What follows belongs to an exercise in optimizing a design on an open flow for small area and a short achievable clock period; a production flow would make more cautious choices.
In this exercise RTL edits were held to simulation tests only and were not proved equivalent to the original.
Power is estimated from default activity; no workload was simulated.

[design/flow/run.sh]
#!/bin/bash
# synth_recipe.tcl (not shown) runs the flow's synth.tcl, then flattens the netlist and writes it again
# the make line also repeats each setting of config.mk as NAME=value (left out here)
make -C /OpenROAD-flow-scripts/flow DESIGN_CONFIG=/design/flow/config.mk WORK_HOME=/design/flow/orfs CLKGATE_MAP_FILE= SYNTH_SCRIPT=/design/flow/synth_recipe.tcl finish
[design/flow/config.mk]
export PLATFORM = sky130hd
export DESIGN_NAME = dmx512_frame_transmitter
export DESIGN_NICKNAME = dmx512_frame_transmitter
export VERILOG_FILES = /design/flow/design.v
export SDC_FILE = /design/flow/constraint.sdc
export NUM_CORES = 4
export LEC_CHECK = 0
export CAP_MARGIN = 20
export CORE_MARGIN = 2
export CORE_UTILIZATION = 40
export SETUP_SLACK_MARGIN = 0.3
export SLEW_MARGIN = 20
export SYNTH_MEMORY_MAX_BITS = 8192
[design/flow/constraint.sdc]
create_clock -name core_clock -period 8.0 [get_ports {clk}]
set_input_delay 1.6000 -clock core_clock [delete_from_list [all_inputs] [get_ports {clk}]]
set_output_delay 1.6000 -clock core_clock [all_outputs]
set_load 0.01 [all_outputs]
[design/flow/design.v]
`default_nettype none
package dmx_pkg;
	localparam int unsigned MAX_SLOTS  = 512;
	localparam int unsigned SLOT_AW    = $clog2(MAX_SLOTS + 1);
	localparam int unsigned FRAME_BITS = 11;
	localparam int unsigned CFG_AW  = 5;
	localparam int unsigned CFG_DW  = 32;
	localparam int unsigned IN_DW   = 24;
	localparam int unsigned OUT_DW  = 8;
	localparam logic [2:0] REG_TX_ENABLE   = 3'd0;
	localparam logic [2:0] REG_SLOT_COUNT  = 3'd1;
	localparam logic [2:0] REG_BREAK_TICKS = 3'd2;
	localparam logic [2:0] REG_MAB_TICKS   = 3'd3;
	localparam logic [2:0] REG_BIT_TICKS   = 3'd4;
	localparam logic REQ_TICK  = 1'b0;
	localparam logic REQ_WRITE = 1'b1;
	localparam logic [9:0]  RST_SLOT_COUNT  = 10'd512;
	localparam logic [15:0] RST_BREAK_TICKS = 16'd7040;
	localparam logic [15:0] RST_MAB_TICKS   = 16'd480;
	localparam logic [11:0] RST_BIT_TICKS   = 12'd160;
	typedef enum logic [1:0] {
		PH_IDLE  = 2'd0,
		PH_BREAK = 2'd1,
		PH_MAB   = 2'd2,
		PH_SLOTS = 2'd3
	} phase_t;
	typedef struct packed {
		logic        tx_enable;
		logic [9:0]  slot_count;
		logic [15:0] break_ticks;
		logic [15:0] mab_ticks;
		logic [11:0] bit_ticks;
	} cfg_t;
endpackage
`default_nettype wire
`default_nettype none
import dmx_pkg::*;
module dmx_apb_regs (
	input  wire logic                         clk,
	input  wire logic                         arst_n,
	input  wire logic                         psel,
	input  wire logic                         penable,
	input  wire logic                         pwrite,
	input  wire logic [dmx_pkg::CFG_AW-1:0]   paddr,
	input  wire logic [dmx_pkg::CFG_DW-1:0]   pwdata,
	output logic      [dmx_pkg::CFG_DW-1:0]   prdata,
	output logic                              pready,
	output dmx_pkg::cfg_t                     cfg
);
	dmx_pkg::cfg_t cfg_q;
	logic          wr_en;
	logic [2:0]    reg_sel;
	logic [15:0]   rd_d, rd_q;
	assign pready  = 1'b1;
	assign wr_en   = psel && penable && pwrite;
	assign reg_sel = paddr[CFG_AW-1:2];
	assign cfg     = cfg_q;
	assign prdata  = {16'd0, rd_q};
	always_ff @(posedge clk or negedge arst_n) begin
		if (!arst_n) begin
			cfg_q.tx_enable   <= 1'b0;
			cfg_q.slot_count  <= RST_SLOT_COUNT;
			cfg_q.break_ticks <= RST_BREAK_TICKS;
			cfg_q.mab_ticks   <= RST_MAB_TICKS;
			cfg_q.bit_ticks   <= RST_BIT_TICKS;
		end else if (wr_en) begin
			case (reg_sel)
				REG_TX_ENABLE:   cfg_q.tx_enable   <= pwdata[0];
				REG_SLOT_COUNT:  cfg_q.slot_count  <= pwdata[9:0];
				REG_BREAK_TICKS: cfg_q.break_ticks <= pwdata[15:0];
				REG_MAB_TICKS:   cfg_q.mab_ticks   <= pwdata[15:0];
				REG_BIT_TICKS:   cfg_q.bit_ticks   <= pwdata[11:0];
				default: ;
			endcase
		end
	end
	always_comb begin
		case (reg_sel)
			REG_TX_ENABLE:   rd_d = {15'd0, cfg_q.tx_enable};
			REG_SLOT_COUNT:  rd_d = {6'd0, cfg_q.slot_count};
			REG_BREAK_TICKS: rd_d = cfg_q.break_ticks;
			REG_MAB_TICKS:   rd_d = cfg_q.mab_ticks;
			REG_BIT_TICKS:   rd_d = {4'd0, cfg_q.bit_ticks};
			default:         rd_d = '0;
		endcase
	end
	always_ff @(posedge clk) begin
		rd_q <= rd_d;
	end
endmodule
`default_nettype wire
`default_nettype none
import dmx_pkg::*;
module dmx512_frame_transmitter (
	input  wire logic                          clk,
	input  wire logic                          arst_n,
	input  wire logic                          s_tvalid,
	output logic                               s_tready,
	input  wire logic [dmx_pkg::IN_DW-1:0]     s_tdata,   
	input  wire logic                          s_tuser,   
	output logic                               m_tvalid,
	input  wire logic                          m_tready,
	output logic      [dmx_pkg::OUT_DW-1:0]    m_tdata,   
	input  wire logic                          psel,
	input  wire logic                          penable,
	input  wire logic                          pwrite,
	input  wire logic [dmx_pkg::CFG_AW-1:0]    paddr,
	input  wire logic [dmx_pkg::CFG_DW-1:0]    pwdata,
	output logic      [dmx_pkg::CFG_DW-1:0]    prdata,
	output logic                               pready
);
	localparam int unsigned RING_LEN = 32;
	localparam int unsigned NRING    = 16;
	dmx_pkg::cfg_t cfg;
	dmx_apb_regs u_regs (
		.clk     (clk),
		.arst_n  (arst_n),
		.psel    (psel),
		.penable (penable),
		.pwrite  (pwrite),
		.paddr   (paddr),
		.pwdata  (pwdata),
		.prdata  (prdata),
		.pready  (pready),
		.cfg     (cfg)
	);
	logic               rdy_q;      
	logic               work_q;     
	logic               mval_q;     
	logic               acc;
	logic               req_user_q;
	logic [SLOT_AW-1:0] req_idx_q;
	logic [7:0]         req_val_q;
	logic [4:0]         pos_q;
	logic               clr_q;
	logic               wpend_q, lpend_q;
	logic [7:0]         slot512_q;
	logic [7:0]         tail [NRING];
	logic [NRING-1:0]   ins;
	logic [7:0]         wdata;
	logic               whit, lhit;
	dmx_pkg::phase_t    phase_q, phase_n;
	logic [15:0]        tick_q, tick_n;
	logic [SLOT_AW-1:0] slot_q, slot_n;
	logic [3:0]         bit_q, bit_n;
	logic [7:0]         byte_q;
	logic               line_q, line_n;
	logic               act_q;
	logic               ge_q, end_q;
	logic [15:0]        thr;
	logic               load;
	assign acc      = s_tvalid && rdy_q;
	assign s_tready = rdy_q;
	assign m_tvalid = mval_q;
	assign m_tdata  = {4'd0, phase_q, act_q, line_q};
	always_ff @(posedge clk) begin
		if (rdy_q) begin
			req_user_q <= s_tuser;
			req_idx_q  <= s_tdata[SLOT_AW-1:0];
			req_val_q  <= s_tdata[SLOT_AW+7:SLOT_AW];
		end
	end
	always_ff @(posedge clk or negedge arst_n) begin
		if (!arst_n) begin
			rdy_q  <= 1'b0;
			work_q <= 1'b0;
			mval_q <= 1'b0;
		end else begin
			work_q <= acc;
			mval_q <= work_q || (mval_q && !m_tready);
			rdy_q  <= !acc && !work_q && !(mval_q && !m_tready) && !clr_q
				&& !(wpend_q && !whit) && !(lpend_q && !lhit);
		end
	end
	assign whit  = (pos_q == req_idx_q[4:0]);
	assign lhit  = slot_q[9] || (pos_q == slot_q[4:0]);
	assign wdata = clr_q ? 8'd0 : req_val_q;
	always_comb begin
		for (int r = 0; r < NRING; r++) begin
			ins[r] = clr_q || (wpend_q && whit && req_idx_q[8:5] == 4'(r));
		end
	end
	for (genvar r = 0; r < NRING; r++) begin : g_ring
		logic [8*RING_LEN-1:0] q;
		always_ff @(posedge clk) begin
			q <= {q[8*RING_LEN-9:0], ins[r] ? wdata : q[8*RING_LEN-1 -: 8]};
		end
		assign tail[r] = q[8*RING_LEN-1 -: 8];
	end
	always_ff @(posedge clk) begin
		if (clr_q) begin
			slot512_q <= 8'd0;
		end else if (work_q && req_user_q == REQ_WRITE && req_idx_q == SLOT_AW'(MAX_SLOTS)) begin
			slot512_q <= req_val_q;
		end
	end
	always_ff @(posedge clk or negedge arst_n) begin
		if (!arst_n) begin
			pos_q   <= '0;
			clr_q   <= 1'b1;
			wpend_q <= 1'b0;
			lpend_q <= 1'b0;
		end else begin
			pos_q <= pos_q + 5'd1;
			if (pos_q == 5'd31) begin
				clr_q <= 1'b0;
			end
			if (work_q) begin
				wpend_q <= req_user_q == REQ_WRITE && !req_idx_q[9];
				lpend_q <= req_user_q == REQ_TICK && load;
			end else begin
				if (whit) wpend_q <= 1'b0;
				if (lhit) lpend_q <= 1'b0;
			end
		end
	end
	always_ff @(posedge clk) begin
		if (lpend_q && lhit) begin
			byte_q <= slot_q[9] ? slot512_q : tail[slot_q[8:5]];
		end
	end
	always_comb begin
		case (phase_q)
			PH_BREAK: thr = cfg.break_ticks;
			PH_MAB:   thr = cfg.mab_ticks;
			default:  thr = {4'd0, cfg.bit_ticks};
		endcase
	end
	always_ff @(posedge clk) begin
		ge_q  <= tick_q >= thr;
		end_q <= slot_q[9] || (slot_q >= cfg.slot_count);
	end
	always_comb begin
		phase_n = phase_q;
		slot_n  = slot_q;
		bit_n   = bit_q;
		load    = 1'b0;
		tick_n  = (ge_q || phase_q == PH_IDLE) ? 16'd1 : tick_q + 16'd1;
		if (!cfg.tx_enable) begin
			phase_n = PH_IDLE;
		end else begin
			case (phase_q)
				PH_IDLE:  phase_n = PH_BREAK;
				PH_BREAK: if (ge_q) phase_n = PH_MAB;
				PH_MAB: begin
					if (ge_q) begin
						phase_n = PH_SLOTS;
						slot_n  = '0;
						bit_n   = '0;
						load    = 1'b1;
					end
				end
				default: begin
					if (ge_q) begin
						bit_n = bit_q + 4'd1;
						if (bit_q == 4'(FRAME_BITS - 1)) begin
							bit_n = '0;
							if (end_q) begin
								phase_n = PH_BREAK;
							end else begin
								slot_n = slot_q + 1'b1;
								load   = 1'b1;
							end
						end
					end
				end
			endcase
		end
	end
	always_comb begin
		if (phase_n == PH_BREAK) begin
			line_n = 1'b0;
		end else if (phase_n != PH_SLOTS) begin
			line_n = 1'b1;
		end else begin
			case (bit_n)
				4'd0:        line_n = 1'b0;
				4'd1, 4'd2:  line_n = byte_q[0];
				4'd3:        line_n = byte_q[1];
				4'd4:        line_n = byte_q[2];
				4'd5:        line_n = byte_q[3];
				4'd6:        line_n = byte_q[4];
				4'd7:        line_n = byte_q[5];
				4'd8:        line_n = byte_q[6];
				default:     line_n = 1'b1;
			endcase
		end
	end
	always_ff @(posedge clk or negedge arst_n) begin
		if (!arst_n) begin
			phase_q <= PH_IDLE;
			line_q  <= 1'b1;
			act_q   <= 1'b0;
		end else if (work_q && req_user_q == REQ_TICK) begin
			phase_q <= phase_n;
			line_q  <= line_n;
			act_q   <= phase_n == PH_SLOTS;
		end
	end
	always_ff @(posedge clk) begin
		if (work_q && req_user_q == REQ_TICK) begin
			tick_q <= tick_n;
			slot_q <= slot_n;
			bit_q  <= bit_n;
		end
	end
endmodule
`default_nettype wire
==> metrics.md, run 1 <==
| Metric | Value |
|---|---|
| Slew Limit Headroom | `30.4%` |
| Number of different library cells in the post-synthesis netlist | `66` |
| Slowest library cell on the worst path | `sky130_fd_sc_hd__dfrtp_1` |
| Final number of setup-violating endpoints | `0` |
| Vias in the first global route | `31889` |
| Worst r2r dst | `ge_q` |
| Number of standard cells after synthesis | `4799` |
| Insertion delay to the later sink of the worst-skew pair | `0.91 ns` |
| Areal power density over the cells | `366 nW/um^2` |
| Leakage power | `38.5 nW` |
| Delay contributed by the slowest stage of the critical path | `0.86 ns` |
| Avg Vias per Cell | `4.03` |
| Share of final-layout standard cells stronger than drive strength 1 | `11.6%` |
| Starting utilization of the core area | `40.2%` |
| Global-route wire length before repair | `178000 um` |
| Final Util | `47.4%` |
| Die width | `457 um` |
| Worst-case clock skew | `0.0695 ns` |
| Clock input transition at the sequential cells of the worst setup and hold paths | `0.06 ns` |
| Worst setup timing slack at the placement stage | `3.39 ns` |
| Largest fanout on the critical path | `20` |
| CTS Buf Count | `342` |
| RSZ-0062 raised after global routing | `no` |
| Port-buffer cells | `65` |
| Count of flip-flops with a built-in enable after synthesis | `55` |
| Starting DRT DRC Count | `2022` |
| Half-perimeter wire length after detailed placement | `68700 um` |
| Final Worst Setup Slack | `3.97 ns` |
| Post CTS Setup Buffer Count | `0` |
| Reg2Reg Launch Point | `phase_q[1]` |
| Critical path data arrival time | `2.43 ns` |
| Net count of the finished layout | `5237` |
| Fill cell instance count of the final layout | `17239` |
| Worst setup EP type | `output port` |
| Instance count along the most critical hold path | `0` |
| Hold Fails Final Rpt | `0` |
| Routed Wire Length | `116000 um` |
| Antenna violations before repair | `17` |
| Post-route worst hold slack | `0.269 ns` |
| Total count of max-transition violations in the final report | `0` |
| Max Cap Violations | `0` |
| Post-route DRC violation count | `0` |
| Antenna Violating Nets Remaining | `0` |
| Clock root buffer | `sky130_fd_sc_hd__clkbuf_16` |
| Final Critical Period | `4.03 ns` |
| Path depth of the worst reg2reg path | `12` |
| Weighted congestion reported at the end of routability-driven placement | `0.778` |
| Element type at the critical path start | `flop` |
| Buffer levels on the longest clock path | `4` |
| Transition time at the pin with the least slew margin | `1.04 ns` |
| Setup CP Type | `flop to output port` |
| Prevailing post-synth register cell | `sky130_fd_sc_hd__dfxtp_1` |
| Number of storage elements in the synthesis netlist | `3734` |
| Height of the chip | `457 um` |
| Die area | `209000 sq um` |
| Total negative slack | `0 ns` |
| Dominant delay contributor by cell family on the critical path | `flip-flops` |
| Hold wc startpoint | `g_ring[4].q[144]` |
| Critical Path RT | `6.40 ns` |
| Maximum number of pins on one net before global-route repair | `71` |
| Signed area change from the synthesized netlist to the final layout | `17.8%` |
| Critical Path, Cell by Cell | `clkdlybuf4s50_1` |
| Max frequency | `248 MHz` |
| Initial DRT Pass Iterations | `6` |
| Type of the most critical hold path | `flop to flop` |
| Overflow left after global routing | `0` |
| Seq/Total Area, Yosys | `92.1%` |
| Number of H-tree branching levels | `5` |
| TritonCTS clock tree | `yes` |
| Routed WL per cell | `14.4 um` |
| Status | `no timing/DRC/antenna violations` |
| Proportion of synthesized flip-flops having asynchronous set or reset | `1.87%` |
| Post-synth design cell area | `82100 sq um` |
| Maximum resistive drop on vdd | `180 uV` |
| Number of clock sinks | `3734` |
| Total routing resource utilization after global routing | `11.0%` |
| Mean area per synthesized cell | `17.1 sq um` |
| Ys Warns | `3` |
| Worst Path Buf+Inv | `1` |
| Number of gates given a new drive strength after cts | `0` |
| Count of hold-fix buffers inserted at cts | `0` |
| Via count of the routed design | `32526` |
| Register-to-register setup slack | `4.40 ns` |
| Period Utilization, post-route | `50.3%` |
| Worst-case hold path end point | `g_ring[4].q[152]` |
| Core area | `204000 sq um` |
| Row count | `166` |
| Number of ports placed on the die boundary | `112` |
==> metrics by stage <==
step / instance area, sq um / instances / total power [mW]
final: 96800 / 8068 / 35.4
after global routing: 96800 / 8059 / 36.7
after CTS: 96700 / 8058 / 35.9
after detailed placement: 85900 / 7478 / 20.4
after global placement: 85900 / 7478 / 20.4
after floorplan: 82200 / 4818 / 20.0
==> how the worst max path moves through the flow <==
stage	from	end	slack [ns]	depth (start not counted)
3_3_place_gp	paddr[3]	u_regs.cfg_q[24]	3.37	3
4_1_cts	rdy_q	s_tready	3.87	1
2_1_floorplan	paddr[3]	u_regs.cfg_q[33]	4.84	4
3_5_place_dp	paddr[3]	u_regs.cfg_q[9]	3.39	6
6_report	rdy_q	s_tready	3.97	1
5_1_grt	rdy_q	s_tready	3.80	1
==> cells in the mapped netlist (23+ instances only) <==
library cell | number | area, sq um
sky130_fd_sc_hd__a21oi_1 | 93 | 465
sky130_fd_sc_hd__a22oi_1 | 28 | 210
sky130_fd_sc_hd__buf_4 | 25 | 188
sky130_fd_sc_hd__clkbuf_1 | 75 | 282
sky130_fd_sc_hd__dfrtp_1 | 56 | 1400
sky130_fd_sc_hd__dfxtp_1 | 3609 | 72200
sky130_fd_sc_hd__edfxtp_1 | 55 | 1650
sky130_fd_sc_hd__ha_1 | 34 | 425
sky130_fd_sc_hd__inv_1 | 26 | 97.6
sky130_fd_sc_hd__mux2_2 | 54 | 608
sky130_fd_sc_hd__mux2i_1 | 73 | 731
sky130_fd_sc_hd__nand2_1 | 165 | 619
sky130_fd_sc_hd__nand3_1 | 33 | 165
sky130_fd_sc_hd__nor2_1 | 105 | 394
sky130_fd_sc_hd__o21ai_0 | 144 | 721
sky130_fd_sc_hd__xor2_1 | 23 | 201
==> placed cells by master, fill, tap and decap left out, drive strengths merged, types with 10 or more instances in the layout <==
cell and n:
mux2i 73, inv 39, o21ai 144, ha 34, a21o 11, bufinv 19, diode 10, dfxtp 3609
clkinv 58, nor2b 14, nor3 10, clkdlybuf4s50 64, conb 21, clkinvlp 15, o22ai 15, nor2 105
buf 30, edfxtp 55, nand2 165, a21oi 93, clkbuf 475, xor2 23, dfrtp 56, mux2 54
nand3 33, and3 10, xnor2 10, a22oi 28, dfstp 14
==> per-layer routing <==
| metal | GRT usage, % | share of wire (%) | vias to the layer above |
|---|---|---|---|
| met5 | 0 | 0 | - |
| met4 | 6.05 | 4.5 | 0 |
| met3 | 2.77 | 5.2 | 384 |
| met2 | 15.6 | 40 | 742 |
| met1 | 15.4 | 50 | 15338 |
| li1 | - | - | 16062 |
==> state kept, by name (all words and copies together), names as in the netlist, 2 cells and up <==
name          cells
byte_q            7
pos_q             5
slot_q           10
u_regs.cfg_q     55
g_ring.q       3584
tick_q           16
bit_q             4
req_val_q         7
req_idx_q        10
u_regs.rd_q      16
phase_q           2
slot512_q         7
==> cell families after synthesis <==
group / after synthesis / synth area share, %
buffers and inverters: 148 / 0.832
other: 2 / 0.00914
DFF: 3734 / 92.1
muxes: 128 / 1.66
adders and majority gates: 34 / 0.518
xor gates and xnor gates: 33 / 0.352
and+or+nand+nor: 378 / 2.09
AOI/OAI and AO/OA: 342 / 2.43
==> report_power, final <==
group | total (mW) | internal [mW] | switching (mW)
Combinational | 0.967 | 0.356 | 0.611
Sequential | 19.0 | 18.8 | 0.161
Clock | 15.4 | 9.11 | 6.32
==> area by class of cell <==
class	instances	area [sq um]	area share, %
diodes	10	25.0	0.0259
multi-input cells	936	5890	6.08
well taps	2688	3360	3.48
flip-flops and latches	3734	75700	78.2
repair buffers	94	870	0.899
clock buffers	475	9760	10.1
inverters	26	97.6	0.101
clock inverters	105	1100	1.14
==> run 2: changes to the inputs <==
--- a/design/flow/design.v
+++ b/design/flow/design.v
@@ -125,6 +125,7 @@
 		.cfg     (cfg)
 	);
 	logic               rdy_q;      
+	logic               rdy_o_q;    
 	logic               work_q;     
 	logic               mval_q;     
 	logic               acc;
@@ -136,23 +137,24 @@
 	logic               wpend_q, lpend_q;
 	logic [7:0]         slot512_q;
 	logic [7:0]         tail [NRING];
-	logic [NRING-1:0]   ins;
+	logic [NRING-1:0]   ins_q, ins_d;
+	logic               wfire_q, wfire_d, wpend_d;
 	logic [7:0]         wdata;
-	logic               whit, lhit;
+	logic               lhit;
 	dmx_pkg::phase_t    phase_q, phase_n;
 	logic [15:0]        tick_q, tick_n;
 	logic [SLOT_AW-1:0] slot_q, slot_n;
 	logic [3:0]         bit_q, bit_n;
 	logic [7:0]         byte_q;
-	logic               line_q, line_n;
-	logic               act_q;
+	logic               line_n;
+	logic               line_o_q, act_o_q;
+	logic [1:0]         phase_o_q;
 	logic               ge_q, end_q;
-	logic [15:0]        thr;
 	logic               load;
 	assign acc      = s_tvalid && rdy_q;
-	assign s_tready = rdy_q;
+	assign s_tready = rdy_o_q;
 	assign m_tvalid = mval_q;
-	assign m_tdata  = {4'd0, phase_q, act_q, line_q};
+	assign m_tdata  = {4'd0, phase_o_q, act_o_q, line_o_q};
 	always_ff @(posedge clk) begin
 		if (rdy_q) begin
 			req_user_q <= s_tuser;
@@ -163,27 +165,31 @@
 	always_ff @(posedge clk or negedge arst_n) begin
 		if (!arst_n) begin
 			rdy_q  <= 1'b0;
+			rdy_o_q <= 1'b0;
 			work_q <= 1'b0;
 			mval_q <= 1'b0;
 		end else begin
 			work_q <= acc;
 			mval_q <= work_q || (mval_q && !m_tready);
 			rdy_q  <= !acc && !work_q && !(mval_q && !m_tready) && !clr_q
-				&& !(wpend_q && !whit) && !(lpend_q && !lhit);
+				&& !(wpend_q && !wfire_q) && !(lpend_q && !lhit);
+			rdy_o_q <= !(s_tvalid && rdy_o_q) && !work_q && !(mval_q && !m_tready) && !clr_q
+				&& !(wpend_q && !wfire_q) && !(lpend_q && !lhit);
 		end
 	end
-	assign whit  = (pos_q == req_idx_q[4:0]);
 	assign lhit  = slot_q[9] || (pos_q == slot_q[4:0]);
 	assign wdata = clr_q ? 8'd0 : req_val_q;
+	assign wpend_d = work_q ? (req_user_q == REQ_WRITE && !req_idx_q[9]) : (wpend_q && !wfire_q);
+	assign wfire_d = wpend_d && (5'(pos_q + 5'd1) == req_idx_q[4:0]);
 	always_comb begin
 		for (int r = 0; r < NRING; r++) begin
-			ins[r] = clr_q || (wpend_q && whit && req_idx_q[8:5] == 4'(r));
+			ins_d[r] = (clr_q && pos_q != 5'd31) || (wfire_d && req_idx_q[8:5] == 4'(r));
 		end
 	end
 	for (genvar r = 0; r < NRING; r++) begin : g_ring
 		logic [8*RING_LEN-1:0] q;
 		always_ff @(posedge clk) begin
-			q <= {q[8*RING_LEN-9:0], ins[r] ? wdata : q[8*RING_LEN-1 -: 8]};
+			q <= {q[8*RING_LEN-9:0], ins_q[r] ? wdata : q[8*RING_LEN-1 -: 8]};
 		end
 		assign tail[r] = q[8*RING_LEN-1 -: 8];
 	end
@@ -198,6 +204,8 @@
 		if (!arst_n) begin
 			pos_q   <= '0;
 			clr_q   <= 1'b1;
+			ins_q   <= '1;
+			wfire_q <= 1'b0;
 			wpend_q <= 1'b0;
 			lpend_q <= 1'b0;
 		end else begin
@@ -205,12 +213,13 @@
 			if (pos_q == 5'd31) begin
 				clr_q <= 1'b0;
 			end
+			ins_q   <= ins_d;
+			wfire_q <= wfire_d;
+			wpend_q <= wpend_d;
 			if (work_q) begin
-				wpend_q <= req_user_q == REQ_WRITE && !req_idx_q[9];
 				lpend_q <= req_user_q == REQ_TICK && load;
-			end else begin
-				if (whit) wpend_q <= 1'b0;
-				if (lhit) lpend_q <= 1'b0;
+			end else if (lhit) begin
+				lpend_q <= 1'b0;
 			end
 		end
 	end
@@ -219,15 +228,20 @@
 			byte_q <= slot_q[9] ? slot512_q : tail[slot_q[8:5]];
 		end
 	end
-	always_comb begin
-		case (phase_q)
-			PH_BREAK: thr = cfg.break_ticks;
-			PH_MAB:   thr = cfg.mab_ticks;
-			default:  thr = {4'd0, cfg.bit_ticks};
-		endcase
+	logic [15:0] tick_inc;
+	for (genvar i = 0; i < 16; i++) begin : g_inc
+		if (i == 0) begin : g_lsb
+			assign tick_inc[i] = !tick_q[0];
+		end else begin : g_bit
+			assign tick_inc[i] = tick_q[i] ^ (&tick_q[i-1:0]);
+		end
 	end
 	always_ff @(posedge clk) begin
-		ge_q  <= tick_q >= thr;
+		case (phase_q)
+			PH_BREAK: ge_q <= tick_q >= cfg.break_ticks;
+			PH_MAB:   ge_q <= tick_q >= cfg.mab_ticks;
+			default:  ge_q <= tick_q >= {4'd0, cfg.bit_ticks};
+		endcase
 		end_q <= slot_q[9] || (slot_q >= cfg.slot_count);
 	end
 	always_comb begin
@@ -235,8 +249,9 @@
 		slot_n  = slot_q;
 		bit_n   = bit_q;
 		load    = 1'b0;
-		tick_n  = (ge_q || phase_q == PH_IDLE) ? 16'd1 : tick_q + 16'd1;
-		if (!cfg.tx_enable) begin
+		tick_n  = (ge_q || phase_q == PH_IDLE) ? 16'd1 : tick_inc;
+		if (req_user_q != REQ_TICK) begin
+		end else if (!cfg.tx_enable) begin
 			phase_n = PH_IDLE;
 		end else begin
 			case (phase_q)
@@ -289,12 +304,15 @@
 	always_ff @(posedge clk or negedge arst_n) begin
 		if (!arst_n) begin
 			phase_q <= PH_IDLE;
-			line_q  <= 1'b1;
-			act_q   <= 1'b0;
 		end else if (work_q && req_user_q == REQ_TICK) begin
 			phase_q <= phase_n;
-			line_q  <= line_n;
-			act_q   <= phase_n == PH_SLOTS;
+		end
+	end
+	always_ff @(posedge clk) begin
+		if (work_q) begin
+			phase_o_q <= phase_n;
+			line_o_q  <= line_n;
+			act_o_q   <= phase_n == PH_SLOTS;
 		end
 	end
 	always_ff @(posedge clk) begin
--- a/design/flow/config.mk
+++ b/design/flow/config.mk
@@ -8,6 +8,8 @@
 export CAP_MARGIN = 20
 export CORE_MARGIN = 2
 export CORE_UTILIZATION = 40
-export SETUP_SLACK_MARGIN = 0.3
+export CTS_CLUSTER_DIAMETER = 100
+export CTS_CLUSTER_SIZE = 30
+export SETUP_SLACK_MARGIN = 4.8
 export SLEW_MARGIN = 20
 export SYNTH_MEMORY_MAX_BITS = 8192
==> metrics.md, run 2 <==
| Metric | Value |
|---|---|
| Status | `no timing/DRC/antenna violations` |
| Antenna violations before repair | `15 (-2)` |
| Insertion delay to the later sink of the worst-skew pair | `0.81 ns (-0.10 ns)` |
| Mean area per synthesized cell | `17.7 sq um (+3.1%)` |
| Number of ports placed on the die boundary | `112 (unchanged)` |
| Register name with the most flops | `g_ring.q` |
| Slowest library cell on the worst path | `sky130_fd_sc_hd__edfxtp_1` |
| Count of placed standard cells in the final layout, fillers left out | `7595 (-5.9%)` |
| Routed WL per cell | `14.5 um (+0.85%)` |
| Total routing resource utilization after global routing | `10.4% (-0.60 points)` |
| Synth area leaders | `sky130_fd_sc_hd__dfxtp_1 87%, sky130_fd_sc_hd__edfxtp_1 2.1%, sky130_fd_sc_hd__mux2_2 1.9%` |
| Largest fanout on the critical path | `1 (-95%)` |
| Total count of max-transition violations in the final report | `0 (unchanged)` |
| Area of the multi-input gates | `6020 sq um (+2.3%)` |
| Critical Path RT | `6.40 ns (about the same)` |
| Die area | `211000 sq um (+0.89%)` |
| Biggest registers after layout | `g_ring.q: 3584 flops, u_regs.cfg_q: 55 flops` |
| Commonest non-fill, non-tap cell in the layout | `sky130_fd_sc_hd__dfxtp_1` |
| Total negative slack | `0 ns (unchanged)` |
| Final number of setup-violating endpoints | `0 (unchanged)` |
| Final Critical Period | `3.12 ns (-0.904 ns)` |
| Period Utilization, post-route | `39.0% (-11 points)` |
| Post-route DRC violation count | `0 (unchanged)` |
| Initial DRT Pass Iterations | `4 (-2)` |
| Critical Path, Cell by Cell | `buf_2` |
| Post CTS Setup Buffer Count | `0 (unchanged)` |
| Number of standard cells after synthesis | `4695 (-2.2%)` |
| Height of the chip | `459 um (+0.44%)` |
| Vias in the first global route | `28702 (-10%)` |
| Transition time at the pin with the least slew margin | `1.09 ns (+0.0534 ns)` |
| Areal power density over the cells | `311 nW/um^2 (-15%)` |
| Share of final-layout standard cells stronger than drive strength 1 | `7.69% (-3.9 points)` |
| Half-perimeter wire length after detailed placement | `72000 um (+4.9%)` |
| Sequential cell area | `76200 sq um (+0.71%)` |
| Signed area change from the synthesized netlist to the final layout | `9.25%` |
| Area share of the largest cell type after synthesis | `87.2% (-0.78 points)` |
| Die width | `459 um (+0.44%)` |
| Hold Fails Final Rpt | `0 (unchanged)` |
| Proportion of synthesized flip-flops having asynchronous set or reset | `2.29% (+0.42 points)` |
| Prevailing post-synth register cell | `sky130_fd_sc_hd__dfxtp_1` |
| Worst Path Buf+Inv | `1 (unchanged)` |
| Maximum resistive drop on vdd | `173 uV (-3.8%)` |
| Routed Wire Length | `110000 um (-5.1%)` |
| Maximum number of pins on one net before global-route repair | `68 (-4.2%)` |
| Number of clock sinks | `3754 (+0.54%)` |
| Count of hold-fix buffers inserted at cts | `0 (unchanged)` |
| Overflow left after global routing | `0 (unchanged)` |
| Most frequent cells after synthesis | `3609 x sky130_fd_sc_hd__dfxtp_1, 138 x sky130_fd_sc_hd__mux2_2, 83 x sky130_fd_sc_hd__o21ai_0, 82 x sky130_fd_sc_hd__nand2_1, 69 x sky130_fd_sc_hd__inv_1` |
| Type of the most critical hold path | `flop to flop` |
| Post-synth design cell area | `82900 sq um (+0.90%)` |
| Reg2Reg Launch Point | `slot_q[8]` |
| Ys Warns | `3 (unchanged)` |
| Setup CP Type | `flop to output port` |
| Clock input transition at the sequential cells of the worst setup and hold paths | `0.11 ns (+0.05 ns)` |
| Global-route wire length before repair | `167000 um (-6.4%)` |
| TritonCTS clock tree | `yes` |
| Worst setup EP type | `output port` |
| Library cell occupying the most area in the post-synthesis netlist | `sky130_fd_sc_hd__dfxtp_1` |
| Number of different library cells in the post-synthesis netlist | `78 (+18%)` |
| Via count of the routed design | `30078 (-7.5%)` |
| Number of storage elements in the synthesis netlist | `3754 (+0.54%)` |
| Power Total | `28.2 mW (-20%)` |
| Number of placed cells counting well taps | `7405 (-0.98%)` |
| Most frequent cells in the layout | `3609 x sky130_fd_sc_hd__dfxtp_1, 148 x sky130_fd_sc_hd__clkbuf_16, 138 x sky130_fd_sc_hd__mux2_2` |
| Antenna Violating Nets Remaining | `0 (unchanged)` |
| Max Cap Violations | `0 (unchanged)` |
| Number of H-tree branching levels | `4 (-1)` |
| Leakage power | `35.8 nW (-7.2%)` |
| Port-buffer cells | `65 (unchanged)` |
| Dominant delay contributor by cell family on the critical path | `flip-flops` |
| Row count | `167 (+0.60%)` |
| CTS Buf Count | `145 (-58%)` |
| Count of flip-flops with a built-in enable after synthesis | `59 (+7.3%)` |
| Buffer levels on the longest clock path | `3 (-1)` |
| Critical path data arrival time | `1.52 ns (-0.91 ns)` |
| Slew Limit Headroom | `27.1% (-3.3 points)` |
| Core area | `206000 sq um (+1.0%)` |
| Net count of the finished layout | `4983 (-4.9%)` |
| Starting DRT DRC Count | `1508 (-25%)` |
| Final design area excluding fillers | `90600 sq um (-6.4%)` |
| Cell with the most instances after synthesis | `sky130_fd_sc_hd__dfxtp_1` |
| Element type at the critical path start | `flop` |
| Avg Vias per Cell | `3.96 (-1.8%)` |
| Seq/Total Area, Yosys | `91.9% (-0.17 points)` |
| Max frequency | `320 MHz (+29%)` |
| Hold wc startpoint | `g_ring[6].q[243]` |
| Starting utilization of the core area | `40.1% (-0.045 points)` |
| RSZ-0062 raised after global routing | `yes` |
| Delay contributed by the slowest stage of the critical path | `0.52 ns (-0.34 ns)` |
| Timing startpoint of the critical path | `act_o_q` |
| Worst-case clock skew | `0.0406 ns (-0.0289 ns)` |
| Largest register FFs | `3584 (unchanged)` |
| Placed cell areas | `86600 sq um (+0.85%)` |
| Post-route worst hold slack | `0.299 ns (+0.0297 ns)` |
| Fill cell instance count of the final layout | `17885 (+3.7%)` |
| Weighted congestion reported at the end of routability-driven placement | `0.781 (+0.42%)` |
| Clock root buffer | `sky130_fd_sc_hd__clkbuf_16` |
run 2: changes by cell type after synthesis, moves of 9 or more:
cell / delta
sky130_fd_sc_hd__ha_1: +32
sky130_fd_sc_hd__mux2i_1: -51
sky130_fd_sc_hd__nor2_1: -45
sky130_fd_sc_hd__dfstp_2: +15
sky130_fd_sc_hd__mux2_2: +84
sky130_fd_sc_hd__clkbuf_1: -44
sky130_fd_sc_hd__inv_1: +43
sky130_fd_sc_hd__nand2_1: -83
sky130_fd_sc_hd__buf_1: +9
sky130_fd_sc_hd__and2_1: +12
sky130_fd_sc_hd__a21oi_1: -70
sky130_fd_sc_hd__o21ai_0: -61
run 2: path summary, 6_finish.rpt:
path | endpoint | slack, ns | cells after the start
max | m_tdata[1] | 4.88 | 1
min | g_ring[6].q[251] | 0.30 | 0
max reg2reg | byte_q[1] | 5.02 | 8
min reg2reg | g_ring[6].q[251] | 0.30 | 0
max in group asynchronous | work_q | 6.07 | 2
min in group asynchronous | u_regs.cfg_q[21] | 0.68 | 1
run 2: routing by layer:
metal	up-vias	track usage, %	part of all wire [%]
li1	15122	-	-
met1	14341	14.9	51
met2	408	15.4	41
met3	207	1.99	3.5
met4	0	4.64	3.8
met5	-	0	0
run 2: cell families after synthesis:
| logic type | after synthesis | share of synthesized area, % |
|---|---|---|
| fa+ha+maj | 66 | 0.996 |
| xor+xnor | 32 | 0.338 |
| buf+inv | 162 | 0.901 |
| other cells | 2 | 0.00906 |
| mux | 162 | 2.19 |
| flops | 3754 | 91.9 |
| simple gates | 278 | 1.65 |
| compound gates | 239 | 1.96 |
run 2: cell type report:
type,count,share of cell area [%]
Inverter,72,0.298
Multi-Input combinational cell,798,6.65
Tap cell,2704,3.74
Clock inverter,13,0.189
Clock buffer,165,4.16
Timing Repair Buffer,77,0.774
Sequential cell,3754,84.2
Antenna cell,12,0.0332
run 2: power by group:
part           switching (mW)  internal (mW)
sequential              0.160           18.9
combinational           0.367          0.222
clock                    5.09           3.42
total                    5.62           22.6
run 2: per-stage QoR:
step	setup slack, ns	utilization, %
floorplan	5.23	-
global placement	3.68	42.0
detailed placement	3.66	42.0
CTS	4.61	43.8
global route	4.77	43.9
finish	4.88	43.9
run 2: timing repair:
item,CTS,global route
setup endpoints to repair,46,7
endpoints found under the hold margin,0,0
gates resized for setup,33,4
==> run 3: changes to the inputs <==
--- a/design/flow/design.v
+++ b/design/flow/design.v
@@ -125,9 +125,9 @@
 		.cfg     (cfg)
 	);
 	logic               rdy_q;      
-	logic               rdy_o_q;    
 	logic               work_q;     
 	logic               mval_q;     
+	logic               work1_q;    
 	logic               acc;
 	logic               req_user_q;
 	logic [SLOT_AW-1:0] req_idx_q;
@@ -146,17 +146,18 @@
 	logic [SLOT_AW-1:0] slot_q, slot_n;
 	logic [3:0]         bit_q, bit_n;
 	logic [7:0]         byte_q;
-	logic               line_n;
+	logic               line_cur;
 	logic               line_o_q, act_o_q;
 	logic [1:0]         phase_o_q;
 	logic               ge_q, end_q;
+	logic [15:0]        thr;
 	logic               load;
 	assign acc      = s_tvalid && rdy_q;
-	assign s_tready = rdy_o_q;
+	assign s_tready = rdy_q;
 	assign m_tvalid = mval_q;
 	assign m_tdata  = {4'd0, phase_o_q, act_o_q, line_o_q};
 	always_ff @(posedge clk) begin
-		if (rdy_q) begin
+		if (!work_q && !wpend_q) begin
 			req_user_q <= s_tuser;
 			req_idx_q  <= s_tdata[SLOT_AW-1:0];
 			req_val_q  <= s_tdata[SLOT_AW+7:SLOT_AW];
@@ -165,15 +166,14 @@
 	always_ff @(posedge clk or negedge arst_n) begin
 		if (!arst_n) begin
 			rdy_q  <= 1'b0;
-			rdy_o_q <= 1'b0;
 			work_q <= 1'b0;
 			mval_q <= 1'b0;
+			work1_q <= 1'b0;
 		end else begin
 			work_q <= acc;
-			mval_q <= work_q || (mval_q && !m_tready);
-			rdy_q  <= !acc && !work_q && !(mval_q && !m_tready) && !clr_q
-				&& !(wpend_q && !wfire_q) && !(lpend_q && !lhit);
-			rdy_o_q <= !(s_tvalid && rdy_o_q) && !work_q && !(mval_q && !m_tready) && !clr_q
+			work1_q <= work_q;
+			mval_q <= work1_q || (mval_q && !m_tready);
+			rdy_q  <= !acc && !work_q && !work1_q && !(mval_q && !m_tready) && !clr_q
 				&& !(wpend_q && !wfire_q) && !(lpend_q && !lhit);
 		end
 	end
@@ -236,12 +236,15 @@
 			assign tick_inc[i] = tick_q[i] ^ (&tick_q[i-1:0]);
 		end
 	end
-	always_ff @(posedge clk) begin
+	always_comb begin
 		case (phase_q)
-			PH_BREAK: ge_q <= tick_q >= cfg.break_ticks;
-			PH_MAB:   ge_q <= tick_q >= cfg.mab_ticks;
-			default:  ge_q <= tick_q >= {4'd0, cfg.bit_ticks};
+			PH_BREAK: thr = cfg.break_ticks;
+			PH_MAB:   thr = cfg.mab_ticks;
+			default:  thr = {4'd0, cfg.bit_ticks};
 		endcase
+	end
+	always_ff @(posedge clk) begin
+		ge_q  <= tick_q >= thr;
 		end_q <= slot_q[9] || (slot_q >= cfg.slot_count);
 	end
 	always_comb begin
@@ -283,21 +286,21 @@
 		end
 	end
 	always_comb begin
-		if (phase_n == PH_BREAK) begin
-			line_n = 1'b0;
-		end else if (phase_n != PH_SLOTS) begin
-			line_n = 1'b1;
+		if (phase_q == PH_BREAK) begin
+			line_cur = 1'b0;
+		end else if (phase_q != PH_SLOTS) begin
+			line_cur = 1'b1;
 		end else begin
-			case (bit_n)
-				4'd0:        line_n = 1'b0;
-				4'd1, 4'd2:  line_n = byte_q[0];
-				4'd3:        line_n = byte_q[1];
-				4'd4:        line_n = byte_q[2];
-				4'd5:        line_n = byte_q[3];
-				4'd6:        line_n = byte_q[4];
-				4'd7:        line_n = byte_q[5];
-				4'd8:        line_n = byte_q[6];
-				default:     line_n = 1'b1;
+			case (bit_q)
+				4'd0:        line_cur = 1'b0;
+				4'd1, 4'd2:  line_cur = byte_q[0];
+				4'd3:        line_cur = byte_q[1];
+				4'd4:        line_cur = byte_q[2];
+				4'd5:        line_cur = byte_q[3];
+				4'd6:        line_cur = byte_q[4];
+				4'd7:        line_cur = byte_q[5];
+				4'd8:        line_cur = byte_q[6];
+				default:     line_cur = 1'b1;
 			endcase
 		end
 	end
@@ -309,11 +312,9 @@
 		end
 	end
 	always_ff @(posedge clk) begin
-		if (work_q) begin
-			phase_o_q <= phase_n;
-			line_o_q  <= line_n;
-			act_o_q   <= phase_n == PH_SLOTS;
-		end
+		phase_o_q <= phase_q;
+		line_o_q  <= line_cur;
+		act_o_q   <= phase_q == PH_SLOTS;
 	end
 	always_ff @(posedge clk) begin
 		if (work_q && req_user_q == REQ_TICK) begin
--- a/design/flow/config.mk
+++ b/design/flow/config.mk
@@ -10,6 +10,6 @@
 export CORE_UTILIZATION = 40
 export CTS_CLUSTER_DIAMETER = 100
 export CTS_CLUSTER_SIZE = 30
-export SETUP_SLACK_MARGIN = 4.8
+export SETUP_SLACK_MARGIN = 5
 export SLEW_MARGIN = 20
 export SYNTH_MEMORY_MAX_BITS = 8192
==> metrics.md, run 3 <==
| Metric | Value |
|---|---|
| Slew Limit Headroom | `20.6% (-6.5 points)` |
| Final number of setup-violating endpoints | `0 (unchanged)` |
| Post-route DRC violation count | `0 (unchanged)` |
| Register-to-register setup slack | `5.23 ns (+0.21 ns)` |
| Antenna violations before repair | `13 (-2)` |
| Fill cell instance count of the final layout | `17688 (-1.1%)` |
| Areal power density over the cells | `315 nW/um^2 (+1.0%)` |
| Max frequency | `333 MHz (+4.0%)` |
| Number of H-tree branching levels | `4 (unchanged)` |
| Seq/Total Area, Yosys | `92.3% (+0.37 points)` |
| Part of the power in the clock network | `30.0% (-0.2 points)` |
| Critical Path RT | `6.40 ns (about the same)` |
| Switching fraction of total power | `20.3% (+0.31 points)` |
| Reg2Reg Launch Point | `phase_q[0]` |
| Total routing resource utilization after global routing | `10.3% (-0.090 points)` |
| Mean area per synthesized cell | `18.0 sq um (+2.0%)` |
| Clock root buffer | `sky130_fd_sc_hd__clkbuf_16` |
| Worst-case clock skew | `0.0301 ns (-0.0106 ns)` |
| Largest register FFs | `3584 (unchanged)` |
| Maximum number of pins on one net before global-route repair | `60 (-12%)` |
| Period Utilization, post-route | `37.5% (-1.5 points)` |
| Core area | `205000 sq um (-0.80%)` |
| Leakage power | `35.6 nW (-0.58%)` |
| Hold Fails Final Rpt | `0 (unchanged)` |
| Height of the chip | `458 um (-0.22%)` |
| Delay contributed by the slowest stage of the critical path | `0.38 ns (-0.14 ns)` |
| Ys Warns | `3 (unchanged)` |
| Element type at the critical path start | `flop` |
| Initial DRT Pass Iterations | `5 (+1)` |
| Insertion delay to the later sink of the worst-skew pair | `0.80 ns (about the same)` |
| Library cell occupying the most area in the post-synthesis netlist | `sky130_fd_sc_hd__dfxtp_1` |
| RSZ-0062 raised after global routing | `yes` |
| Number of storage elements in the synthesis netlist | `3754 (unchanged)` |
| Critical Path, Cell by Cell | `clkdlybuf4s15_1` |
| Int Pwr | `22.6 mW (+0.34%)` |
| Starting utilization of the core area | `40.3% (+0.14 points)` |
| Hold wc startpoint | `g_ring[9].q[197]` |
| Dominant delay contributor by cell family on the critical path | `flip-flops` |
| Final Worst Setup Slack | `5.00 ns (+0.121 ns)` |
| Register share of total power | `67.2% (-0.5 points)` |
| Total negative slack | `0 ns (unchanged)` |
| Weighted congestion reported at the end of routability-driven placement | `0.767 (-1.8%)` |
| Synth area leaders | `sky130_fd_sc_hd__dfxtp_1 88%, sky130_fd_sc_hd__mux2_2 2.1%, sky130_fd_sc_hd__edfxtp_1 2.0%` |
| Slowest library cell on the worst path | `sky130_fd_sc_hd__dfxtp_4` |
| Number of clock sinks | `3754 (unchanged)` |
| Status | `no timing/DRC/antenna violations` |
| Critical path data arrival time | `1.40 ns (-0.12 ns)` |
| Via count of the routed design | `29426 (-2.2%)` |
| Die area | `210000 sq um (-0.45%)` |
| Proportion of synthesized flip-flops having asynchronous set or reset | `2.29% (unchanged)` |
| CTS Buf Count | `143 (-1.4%)` |
| Post-synth design cell area | `82500 sq um (-0.45%)` |
| Avg Vias per Cell | `3.94 (-0.64%)` |
| Port-buffer cells | `65 (unchanged)` |
| Biggest registers after layout | `g_ring.q: 3584 flops, u_regs.cfg_q: 55 flops` |
| Worst setup EP type | `output port` |
| Die width | `458 um (-0.22%)` |
| Area share of the largest cell type after synthesis | `87.7% (+0.49 points)` |
| Number of different library cells in the post-synthesis netlist | `78 (unchanged)` |
| Most frequent cells in the layout | `3599 x sky130_fd_sc_hd__dfxtp_1, 154 x sky130_fd_sc_hd__mux2_2, 148 x sky130_fd_sc_hd__clkbuf_16` |
| Transition time at the pin with the least slew margin | `1.19 ns (+0.0925 ns)` |
| Largest fanout on the critical path | `1 (unchanged)` |
| TritonCTS clock tree | `yes` |
| Starting DRT DRC Count | `1625 (+7.8%)` |
| Global-route wire length before repair | `165000 um (-0.82%)` |
| Type of the most critical hold path | `flop to flop` |
| Number of standard cells after synthesis | `4584 (-2.4%)` |
| Setup CP Type | `flop to output port` |
| Maximum resistive drop on vdd | `258 uV (+49%)` |
| Net count of the finished layout | `4859 (-2.5%)` |
| Register name with the most flops | `g_ring.q` |
| Commonest non-fill, non-tap cell in the layout | `sky130_fd_sc_hd__dfxtp_1` |
| Row count | `166 (-0.60%)` |
| Number of ports placed on the die boundary | `112 (unchanged)` |
| Most frequent cells after synthesis | `3613 x sky130_fd_sc_hd__dfxtp_1, 154 x sky130_fd_sc_hd__mux2_2, 70 x sky130_fd_sc_hd__nand2_1, 57 x sky130_fd_sc_hd__dfrtp_1, 56 x sky130_fd_sc_hd__nor2_1` |
| Total count of max-transition violations in the final report | `0 (unchanged)` |
| Cell with the most instances after synthesis | `sky130_fd_sc_hd__dfxtp_1` |
| Worst Path Buf+Inv | `1 (unchanged)` |
| Overflow left after global routing | `0 (unchanged)` |
| Worst setup timing slack at the placement stage | `3.65 ns (-0.00869 ns)` |
| Post-route worst hold slack | `0.309 ns (+0.00995 ns)` |
| Vias in the first global route | `28221 (-1.7%)` |
| Part of the power in combinational logic | `2.8% (+0.7 points)` |
| Routed Wire Length | `109000 um (-0.66%)` |
| Final Critical Period | `3.00 ns (-0.121 ns)` |
| Prevailing post-synth register cell | `sky130_fd_sc_hd__dfxtp_1` |
| Timing startpoint of the critical path | `phase_o_q[0]` |
| Clock input transition at the sequential cells of the worst setup and hold paths | `0.10 ns (about the same)` |
| Count of flip-flops with a built-in enable after synthesis | `55 (-6.8%)` |
| Switching power total | `5.75 mW (+2.3%)` |
| Antenna Violating Nets Remaining | `0 (unchanged)` |
| Buffer levels on the longest clock path | `3 (unchanged)` |
| Half-perimeter wire length after detailed placement | `67300 um (-6.5%)` |
| Final Util | `44.1% (+0.21 points)` |
| Signed area change from the synthesized netlist to the final layout | `9.40%` |
| Max Cap Violations | `0 (unchanged)` |
| Share of final-layout standard cells stronger than drive strength 1 | `9.41% (+1.7 points)` |
| Routed WL per cell | `14.6 um (+0.89%)` |
-- run 3: cell count changes after synthesis, moves of 14 or more --
cell                      previous run  this run
sky130_fd_sc_hd__mux2_2            138       154
sky130_fd_sc_hd__inv_1              69        25
sky130_fd_sc_hd__o21ai_0            83        48
sky130_fd_sc_hd__mux2_1              0        16
sky130_fd_sc_hd__nand3_1            33        17
sky130_fd_sc_hd__o22ai_1            18         4
sky130_fd_sc_hd__ha_1               66        42
sky130_fd_sc_hd__a22oi_1            22        38
-- run 3: layout make-up --
class | count | area (sq um) | area share, %
multi-input combinational | 732 | 5810 | 6.44
inverter | 25 | 93.8 | 0.104
timing repair buffer | 92 | 831 | 0.920
clock inverter | 14 | 185 | 0.205
clock buffer | 164 | 3760 | 4.17
antenna | 9 | 22.5 | 0.0250
sequential | 3754 | 76200 | 84.4
tap | 2688 | 3360 | 3.73
-- run 3: metrics by stage --
| step | instances | area (sq um) | power, mW |
|---|---|---|---|
| 2_1_floorplan | 4603 | 82600 | 19.9 |
| 3_3_place_gp | 7280 | 86200 | 20.3 |
| 3_5_place_dp | 7281 | 86200 | 20.3 |
| 4_1_cts | 7463 | 90100 | 28.7 |
| 5_1_grt | 7471 | 90200 | 29.5 |
| 6_report | 7478 | 90300 | 28.4 |
-- run 3: kinds of logic (layout without fill, tap and decap cells) --
group / after synthesis / count (layout) / synth area share [%]
AOI/OAI and AO/OA: 184 / 184 / 1.46
xor gates and xnor gates: 31 / 31 / 0.347
adders and majority gates: 42 / 42 / 0.637
buffers and inverters: 117 / 295 / 0.789
DFF: 3754 / 3754 / 92.3
muxes: 206 / 206 / 2.85
other: 2 / 30 / 0.00910
and+or+nand+nor: 248 / 248 / 1.60
-- run 3: power by group through the flow --
stage,Sequential (mW),Combinational [mW],Clock [mW]
5_1_grt,19.1,0.875,9.51
3_5_place_dp,19.5,0.795,0
2_1_floorplan,19.4,0.466,0
6_report,19.1,0.790,8.53
3_3_place_gp,19.5,0.795,0
4_1_cts,19.1,0.785,8.85
-- run 3: timing repair --
item                                   4_1_cts  5_1_grt
endpoints found under the hold margin        0        0
pin swaps                                    2        1
setup endpoints to repair                   77       40
gates resized for setup                    107        6
buffers inserted                             4        6
hold buffers                                 0        0
-- run 3: final timing paths --
| check | to | depth (start not counted) |
|---|---|---|
| hold / removal | g_ring[9].q[205] | 0 |
| setup reg to reg | ge_q | 11 |
| hold reg to reg | g_ring[9].q[205] | 0 |
| min in group asynchronous | u_regs.cfg_q[11] | 1 |
| setup / recovery | m_tdata[2] | 1 |
| max in group asynchronous | mval_q | 2 |
-- run 3: per-layer routing --
layer | part of all wire, % | vias to the layer above | global-route usage [%]
met5 | 0 | - | 0
met4 | 3.4 | 0 | 4.10
met3 | 3.9 | 193 | 2.25
met2 | 41 | 401 | 15.1
met1 | 52 | 14038 | 14.9
li1 | - | 14794 | -
==> run 4: changes to the inputs <==
--- a/design/flow/design.v
+++ b/design/flow/design.v
@@ -137,7 +137,7 @@
 	logic               wpend_q, lpend_q;
 	logic [7:0]         slot512_q;
 	logic [7:0]         tail [NRING];
-	logic [NRING-1:0]   ins_q, ins_d;
+	logic [NRING-1:0]   ins;
 	logic               wfire_q, wfire_d, wpend_d;
 	logic [7:0]         wdata;
 	logic               lhit;
@@ -183,13 +183,13 @@
 	assign wfire_d = wpend_d && (5'(pos_q + 5'd1) == req_idx_q[4:0]);
 	always_comb begin
 		for (int r = 0; r < NRING; r++) begin
-			ins_d[r] = (clr_q && pos_q != 5'd31) || (wfire_d && req_idx_q[8:5] == 4'(r));
+			ins[r] = clr_q || (wfire_q && req_idx_q[8:5] == 4'(r));
 		end
 	end
 	for (genvar r = 0; r < NRING; r++) begin : g_ring
 		logic [8*RING_LEN-1:0] q;
 		always_ff @(posedge clk) begin
-			q <= {q[8*RING_LEN-9:0], ins_q[r] ? wdata : q[8*RING_LEN-1 -: 8]};
+			q <= {q[8*RING_LEN-9:0], ins[r] ? wdata : q[8*RING_LEN-1 -: 8]};
 		end
 		assign tail[r] = q[8*RING_LEN-1 -: 8];
 	end
@@ -204,7 +204,6 @@
 		if (!arst_n) begin
 			pos_q   <= '0;
 			clr_q   <= 1'b1;
-			ins_q   <= '1;
 			wfire_q <= 1'b0;
 			wpend_q <= 1'b0;
 			lpend_q <= 1'b0;
@@ -213,7 +212,6 @@
 			if (pos_q == 5'd31) begin
 				clr_q <= 1'b0;
 			end
-			ins_q   <= ins_d;
 			wfire_q <= wfire_d;
 			wpend_q <= wpend_d;
 			if (work_q) begin
--- a/design/flow/config.mk
+++ b/design/flow/config.mk
@@ -7,7 +7,7 @@
 export LEC_CHECK = 0
 export CAP_MARGIN = 20
 export CORE_MARGIN = 2
-export CORE_UTILIZATION = 40
+export CORE_UTILIZATION = 60
 export CTS_CLUSTER_DIAMETER = 100
 export CTS_CLUSTER_SIZE = 30
 export SETUP_SLACK_MARGIN = 5
==> metrics.md, run 4 <==
| Metric | Value |
|---|---|
| Maximum resistive drop on vdd | `271 uV (+5.3%)` |
| Most frequent cells in the layout | `3599 x sky130_fd_sc_hd__dfxtp_1, 158 x sky130_fd_sc_hd__nor2_1, 144 x sky130_fd_sc_hd__clkbuf_16` |
| Area share of the largest cell type after synthesis | `88.0% (+0.31 points)` |
| Largest register FFs | `3584 (unchanged)` |
| Proportion of synthesized flip-flops having asynchronous set or reset | `1.87% (-0.42 points)` |
| Biggest registers after layout | `g_ring.q: 3584 flops, u_regs.cfg_q: 55 flops` |
| Routed Wire Length | `110000 um (+0.18%)` |
| Avg Vias per Cell | `4.50 (+14%)` |
| Vias in the first global route | `28006 (-0.76%)` |
| Type of the most critical hold path | `flop to flop` |
| Worst-case clock skew | `0.0244 ns (-0.00562 ns)` |
| Synth area leaders | `sky130_fd_sc_hd__dfxtp_1 88%, sky130_fd_sc_hd__edfxtp_1 2.0%, sky130_fd_sc_hd__dfrtp_1 1.7%` |
| Clock input transition at the sequential cells of the worst setup and hold paths | `0.10 ns (about the same)` |
| Hold Fails Final Rpt | `0 (unchanged)` |
| Final number of setup-violating endpoints | `0 (unchanged)` |
| Timing startpoint of the critical path | `paddr[4]` |
| Critical Path RT | `8.65 ns (+2.25 ns)` |
| RSZ-0062 raised after global routing | `yes` |
| Buffer levels on the longest clock path | `3 (unchanged)` |
| Final design area excluding fillers | `88600 sq um (-1.8%)` |
| Reg2Reg Launch Point | `phase_q[0]` |
| Worst setup EP type | `flop` |
| Signed area change from the synthesized netlist to the final layout | `7.81%` |
| Prevailing post-synth register cell | `sky130_fd_sc_hd__dfxtp_1` |
| Most frequent cells after synthesis | `3613 x sky130_fd_sc_hd__dfxtp_1, 159 x sky130_fd_sc_hd__nor2_1, 131 x sky130_fd_sc_hd__mux2i_1, 73 x sky130_fd_sc_hd__nand2_1, 57 x sky130_fd_sc_hd__dfrtp_1` |
| Global-route wire length before repair | `164000 um (-0.81%)` |
| Clock root buffer | `sky130_fd_sc_hd__clkbuf_16` |
| Areal power density over the cells | `315 nW/um^2 (+0.22%)` |
| Starting utilization of the core area | `60.5% (+20 points)` |
| Leakage power | `35.4 nW (-0.45%)` |
| Cell with the most instances after synthesis | `sky130_fd_sc_hd__dfxtp_1` |
| Number of standard cells after synthesis | `4684 (+2.2%)` |
| Starting DRT DRC Count | `1748 (+7.6%)` |
| Final Util | `65.3% (+21 points)` |
| Height of the chip | `374 um (-18%)` |
| Number of ports placed on the die boundary | `112 (unchanged)` |
| Core area | `136000 sq um (-34%)` |
| Library cell occupying the most area in the post-synthesis netlist | `sky130_fd_sc_hd__dfxtp_1` |
| Critical path data arrival time | `3.60 ns (+2.20 ns)` |
| Antenna Violating Nets Remaining | `0 (unchanged)` |
| Maximum number of pins on one net before global-route repair | `71 (+18%)` |
| Seq/Total Area, Yosys | `92.1% (-0.19 points)` |
| Final Critical Period | `2.95 ns (-0.0487 ns)` |
| Setup CP Type | `input pin to flop` |
| Overflow left after global routing | `0 (unchanged)` |
| Post-route DRC violation count | `0 (unchanged)` |
| Share of final-layout standard cells stronger than drive strength 1 | `6.65% (-2.8 points)` |
| Slew Limit Headroom | `26.3% (+5.7 points)` |
| Row count | `135 (-19%)` |
| Number of H-tree branching levels | `4 (unchanged)` |
| Commonest non-fill, non-tap cell in the layout | `sky130_fd_sc_hd__dfxtp_1` |
| Die area | `140000 sq um (-33%)` |
| Insertion delay to the later sink of the worst-skew pair | `0.78 ns (-0.02 ns)` |
| CTS Buf Count | `142 (-0.70%)` |
| Antenna violations before repair | `8 (-5)` |
| Number of storage elements in the synthesis netlist | `3738 (-0.43%)` |
| Fill cell instance count of the final layout | `9673 (-45%)` |
| Number of clock sinks | `3738 (-0.43%)` |
| Hold wc startpoint | `g_ring[8].q[108]` |
| Count of hold-fix buffers inserted at cts | `0 (unchanged)` |
| Number of different library cells in the post-synthesis netlist | `66 (-15%)` |
| Half-perimeter wire length after detailed placement | `67300 um (about the same)` |
| Total count of max-transition violations in the final report | `0 (unchanged)` |
| Total routing resource utilization after global routing | `15.6% (+5.3 points)` |
| Element type at the critical path start | `input pin` |
| Total negative slack | `0 ns (unchanged)` |
| TritonCTS clock tree | `yes` |
| Net count of the finished layout | `4957 (+2.0%)` |
| Transition time at the pin with the least slew margin | `1.11 ns (-0.0797 ns)` |
| Ys Warns | `3 (unchanged)` |
| Post-synth design cell area | `82200 sq um (-0.35%)` |
| Largest fanout on the critical path | `16 (+15)` |
| Weighted congestion reported at the end of routability-driven placement | `0.819 (+6.8%)` |
| Register name with the most flops | `g_ring.q` |
| Period Utilization, post-route | `36.9% (-0.61 points)` |
| Status | `no timing/DRC/antenna violations` |
| Placed cell areas | `84800 sq um (-1.6%)` |
| Max frequency | `339 MHz (+1.7%)` |
| Initial DRT Pass Iterations | `5 (unchanged)` |
| Count of flip-flops with a built-in enable after synthesis | `55 (unchanged)` |
| Port-buffer cells | `65 (unchanged)` |
| Mean area per synthesized cell | `17.6 sq um (-2.5%)` |
| Via count of the routed design | `29990 (+1.9%)` |
| Routed WL per cell | `16.5 um (+12%)` |
| Die width | `374 um (-18%)` |
| Max Cap Violations | `0 (unchanged)` |
[run 4: worst max-delay path, stage by stage]
cell and delay [ns]:
sky130_fd_sc_hd__dlygate4sd2_1 0.73, sky130_fd_sc_hd__nor3b_4 0.36, sky130_fd_sc_hd__and4_2 0.52, sky130_fd_sc_hd__mux2_2 0.38
[run 4: metal layers]
| metal | share of wire, % | global-route usage [%] |
|---|---|---|
| met5 | 0 | 0 |
| met4 | 3.4 | 5.96 |
| met3 | 3.7 | 2.83 |
| met2 | 40 | 22.0 |
| met1 | 53 | 24.0 |
[run 4: cells by family (layout without fill, tap and decap cells)]
family                     after synthesis  count (layout)  synth area share [%]
and+or+nand+nor                        372             372                  2.12
adders and majority gates               42              42                 0.639
other                                    2              36               0.00913
muxes                                  198             198                  2.58
DFF                                   3738            3738                  92.1
buffers and inverters                  126             292                 0.802
xor gates and xnor gates                32              32                 0.341
AOI/OAI and AO/OA                      174             174                  1.39
[run 4: what timing repair did]
item,4_1_cts,5_1_grt
endpoints found under the setup margin,78,7
setup buffers,10,0
resized for setup,97,14
pin swaps,3,0
[run 4: report_power, final]
part | total, mW | switching, mW | internal [mW]
Sequential | 19.0 | 0.135 | 18.8
Clock | 8.26 | 4.96 | 3.30
Combinational | 0.705 | 0.443 | 0.262
[run 4: path summary, 6_finish.rpt]
| check | slack [ns] | cells after the start | endpoint |
|---|---|---|---|
| hold / removal | 0.32 | 0 | g_ring[8].q[116] |
| max in group asynchronous | 6.27 | 2 | phase_q[0] |
| setup / recovery | 5.05 | 4 | u_regs.cfg_q[1] |
| setup reg to reg | 5.25 | 11 | ge_q |
| min in group asynchronous | 1.05 | 2 | u_regs.cfg_q[25] |
| hold reg to reg | 0.32 | 0 | g_ring[8].q[116] |
[run 4: layout make-up]
cell class                      count  area [sq um]  share of cell area [%]
Tap cell                         1781          2230                    2.51
Clock buffer                      158          3660                    4.12
Timing Repair Buffer               96           811                   0.915
Multi-Input combinational cell    839          5930                    6.69
Sequential cell                  3738         75800                    85.5
Antenna cell                       15          37.5                  0.0423
Inverter                           29           113                   0.127
Clock inverter                      9          97.6                   0.110
[run 4: per-stage QoR]
stage          hold WS (ns)  instances  worst slack, ns  total power, mW
6_report              0.321       6665             5.05             27.9
4_1_cts               0.322       6650             5.00             28.3
3_5_place_dp          0.312       6473             3.23             20.1
5_1_grt               0.330       6650             4.94             29.0
3_3_place_gp          0.309       6472             3.25             20.1
2_1_floorplan         0.310       4703             5.12             19.8
==> run 5: changes to the inputs <==
--- a/design/flow/design.v
+++ b/design/flow/design.v
@@ -48,11 +48,10 @@
 	output dmx_pkg::cfg_t                     cfg
 );
 	dmx_pkg::cfg_t cfg_q;
-	logic          wr_en;
+	logic [4:0]    wsel_q;
 	logic [2:0]    reg_sel;
 	logic [15:0]   rd_d, rd_q;
 	assign pready  = 1'b1;
-	assign wr_en   = psel && penable && pwrite;
 	assign reg_sel = paddr[CFG_AW-1:2];
 	assign cfg     = cfg_q;
 	assign prdata  = {16'd0, rd_q};
@@ -63,15 +62,21 @@
 			cfg_q.break_ticks <= RST_BREAK_TICKS;
 			cfg_q.mab_ticks   <= RST_MAB_TICKS;
 			cfg_q.bit_ticks   <= RST_BIT_TICKS;
-		end else if (wr_en) begin
-			case (reg_sel)
-				REG_TX_ENABLE:   cfg_q.tx_enable   <= pwdata[0];
-				REG_SLOT_COUNT:  cfg_q.slot_count  <= pwdata[9:0];
-				REG_BREAK_TICKS: cfg_q.break_ticks <= pwdata[15:0];
-				REG_MAB_TICKS:   cfg_q.mab_ticks   <= pwdata[15:0];
-				REG_BIT_TICKS:   cfg_q.bit_ticks   <= pwdata[11:0];
-				default: ;
-			endcase
+		end else if (psel && penable) begin
+			if (wsel_q[0]) cfg_q.tx_enable   <= pwdata[0];
+			if (wsel_q[1]) cfg_q.slot_count  <= pwdata[9:0];
+			if (wsel_q[2]) cfg_q.break_ticks <= pwdata[15:0];
+			if (wsel_q[3]) cfg_q.mab_ticks   <= pwdata[15:0];
+			if (wsel_q[4]) cfg_q.bit_ticks   <= pwdata[11:0];
+		end
+	end
+	always_ff @(posedge clk or negedge arst_n) begin
+		if (!arst_n) begin
+			wsel_q <= '0;
+		end else begin
+			for (int i = 0; i < 5; i++) begin
+				wsel_q[i] <= psel && !penable && pwrite && reg_sel == 3'(i);
+			end
 		end
 	end
 	always_comb begin
==> metrics.md, run 5 <==
| Metric | Value |
|---|---|
| Critical path data arrival time | `1.39 ns (-2.21 ns)` |
| Max frequency | `335 MHz (-1.2%)` |
| Number of clock sinks | `3743 (+0.13%)` |
| Number of H-tree branching levels | `4 (unchanged)` |
| Delay contributed by the slowest stage of the critical path | `0.38 ns (-0.35 ns)` |
| Global-route wire length before repair | `163000 um (-0.28%)` |
| Number of different library cells in the post-synthesis netlist | `67 (+1.5%)` |
| Total count of max-transition violations in the final report | `0 (unchanged)` |
| Count of flip-flops with a built-in enable after synthesis | `55 (unchanged)` |
| Final Critical Period | `2.99 ns (+0.0361 ns)` |
| Critical Path, Cell by Cell | `clkdlybuf4s15_1` |
| Net count of the finished layout | `4961 (+0.081%)` |
| Element type at the critical path start | `flop` |
| Starting DRT DRC Count | `1748 (unchanged)` |
| Worst Path Buf+Inv | `1 (unchanged)` |
| Int Pwr | `22.3 mW (-0.32%)` |
| Register name with the most flops | `g_ring.q` |
| Overflow left after global routing | `0 (unchanged)` |
| Period Utilization, post-route | `37.4% (+0.45 points)` |
| Status | `no timing/DRC/antenna violations` |
| Maximum number of pins on one net before global-route repair | `85 (+20%)` |
| Reg2Reg Launch Point | `slot_q[6]` |
| Proportion of synthesized flip-flops having asynchronous set or reset | `2.00% (+0.13 points)` |
| Path depth of the worst reg2reg path | `6 (-5)` |
| Commonest non-fill, non-tap cell in the layout | `sky130_fd_sc_hd__dfxtp_1` |
| Post-synth design cell area | `82400 sq um (+0.17%)` |
| Endpoint of the worst setup timing path | `m_tdata[2]` |
| Library cell occupying the most area in the post-synthesis netlist | `sky130_fd_sc_hd__dfxtp_1` |
| Die width | `375 um (about the same)` |
| Post CTS Setup Buffer Count | `0 (-10)` |
| Dominant delay contributor by cell family on the critical path | `flip-flops` |
| Vias in the first global route | `28490 (+1.7%)` |
| Timing startpoint of the critical path | `phase_o_q[0]` |
| Cell depth of the worst setup path | `1 (-3)` |
## run 5: changes by cell type after synthesis, moves of 5 or more
cell / delta
sky130_fd_sc_hd__nor2_1: +8
sky130_fd_sc_hd__o32ai_1: +5
sky130_fd_sc_hd__dfrtp_1: +5
sky130_fd_sc_hd__buf_4: -6
sky130_fd_sc_hd__clkbuf_1: +8
sky130_fd_sc_hd__o22ai_1: -8
sky130_fd_sc_hd__mux2_4: -11
sky130_fd_sc_hd__mux2_2: +17
sky130_fd_sc_hd__nand3_1: -13
sky130_fd_sc_hd__inv_1: +5
sky130_fd_sc_hd__nand2_1: -11
## run 5: timing repair
item	4_1_cts	5_1_grt
setup endpoints to repair	33	15
resized for setup	96	8
hold endpoints to repair	0	0
hold buffers	0	0
## run 5: how the worst min path moves through the flow
| stage | from | to | slack, ns | cells past startpoint |
|---|---|---|---|---|
| final | g_ring[9].q[161] | g_ring[9].q[169] | 0.31 | 0 |
| after global routing | g_ring[15].q[178] | g_ring[15].q[186] | 0.32 | 0 |
| after CTS | g_ring[2].q[16] | g_ring[2].q[24] | 0.31 | 0 |
| after detailed placement | g_ring[0].q[204] | g_ring[0].q[212] | 0.31 | 0 |
| after global placement | g_ring[10].q[142] | g_ring[10].q[150] | 0.31 | 0 |
| after floorplan | g_ring[0].q[92] | g_ring[0].q[100] | 0.31 | 0 |
## run 5: routing by layer
metal | vias up | wire length [um] | share of wire [%] | track usage [%]
met1 | 14386 | 57500 | 53 | 23.8
li1 | 15110 | - | - | -
met5 | - | 0 | 0 | 0
met4 | 0 | 3510 | 3.3 | 6.06
met2 | 436 | 42400 | 39 | 21.5
met3 | 190 | 4300 | 4.0 | 3.10
## run 5: area by class of cell
type	instances	area [sq um]	share of cell area (%)
flip-flops and latches	3743	75900	85.5
repair buffers	82	701	0.789
clock inverters	7	76.3	0.0860
clock buffers	166	3750	4.22
multi-input cells	848	5980	6.73
diodes	6	15.0	0.0169
inverters	33	124	0.140
well taps	1781	2230	2.51
## run 5: power by group through the flow
stage | clock network, mW | registers (mW) | logic, mW
finish | 8.35 | 19.0 | 0.398
global route | 9.32 | 19.0 | 0.442
CTS | 8.66 | 19.0 | 0.395
detailed placement | 0 | 19.4 | 0.403
global placement | 0 | 19.4 | 0.397
floorplan | 0 | 19.3 | 0.282
## run 5: cells by family (layout without fill, tap and decap cells)
| family | count (synthesis) | after routing | share of synthesized area (%) |
|---|---|---|---|
| other | 2 | 27 | 0.00912 |
| AOI/OAI and AO/OA | 179 | 179 | 1.45 |
| DFF | 3743 | 3743 | 92.1 |
| buffers and inverters | 133 | 288 | 0.761 |
| xor gates and xnor gates | 29 | 29 | 0.308 |
| and+or+nand+nor | 377 | 377 | 2.16 |
| muxes | 200 | 200 | 2.56 |
| adders and majority gates | 42 | 42 | 0.638 |
## run 5: through the flow
step                      instance area [sq um]  utilization [%]  std cells  total power, mW
after CTS                                 88700             65.3       6660             28.0
after floorplan                           82400                -       4724             19.6
after global placement                    85000             62.6       6487             19.8
final                                     88800             65.4       6666             27.7
after global routing                      88800             65.4       6660             28.8
after detailed placement                  85000             62.6       6487             19.8
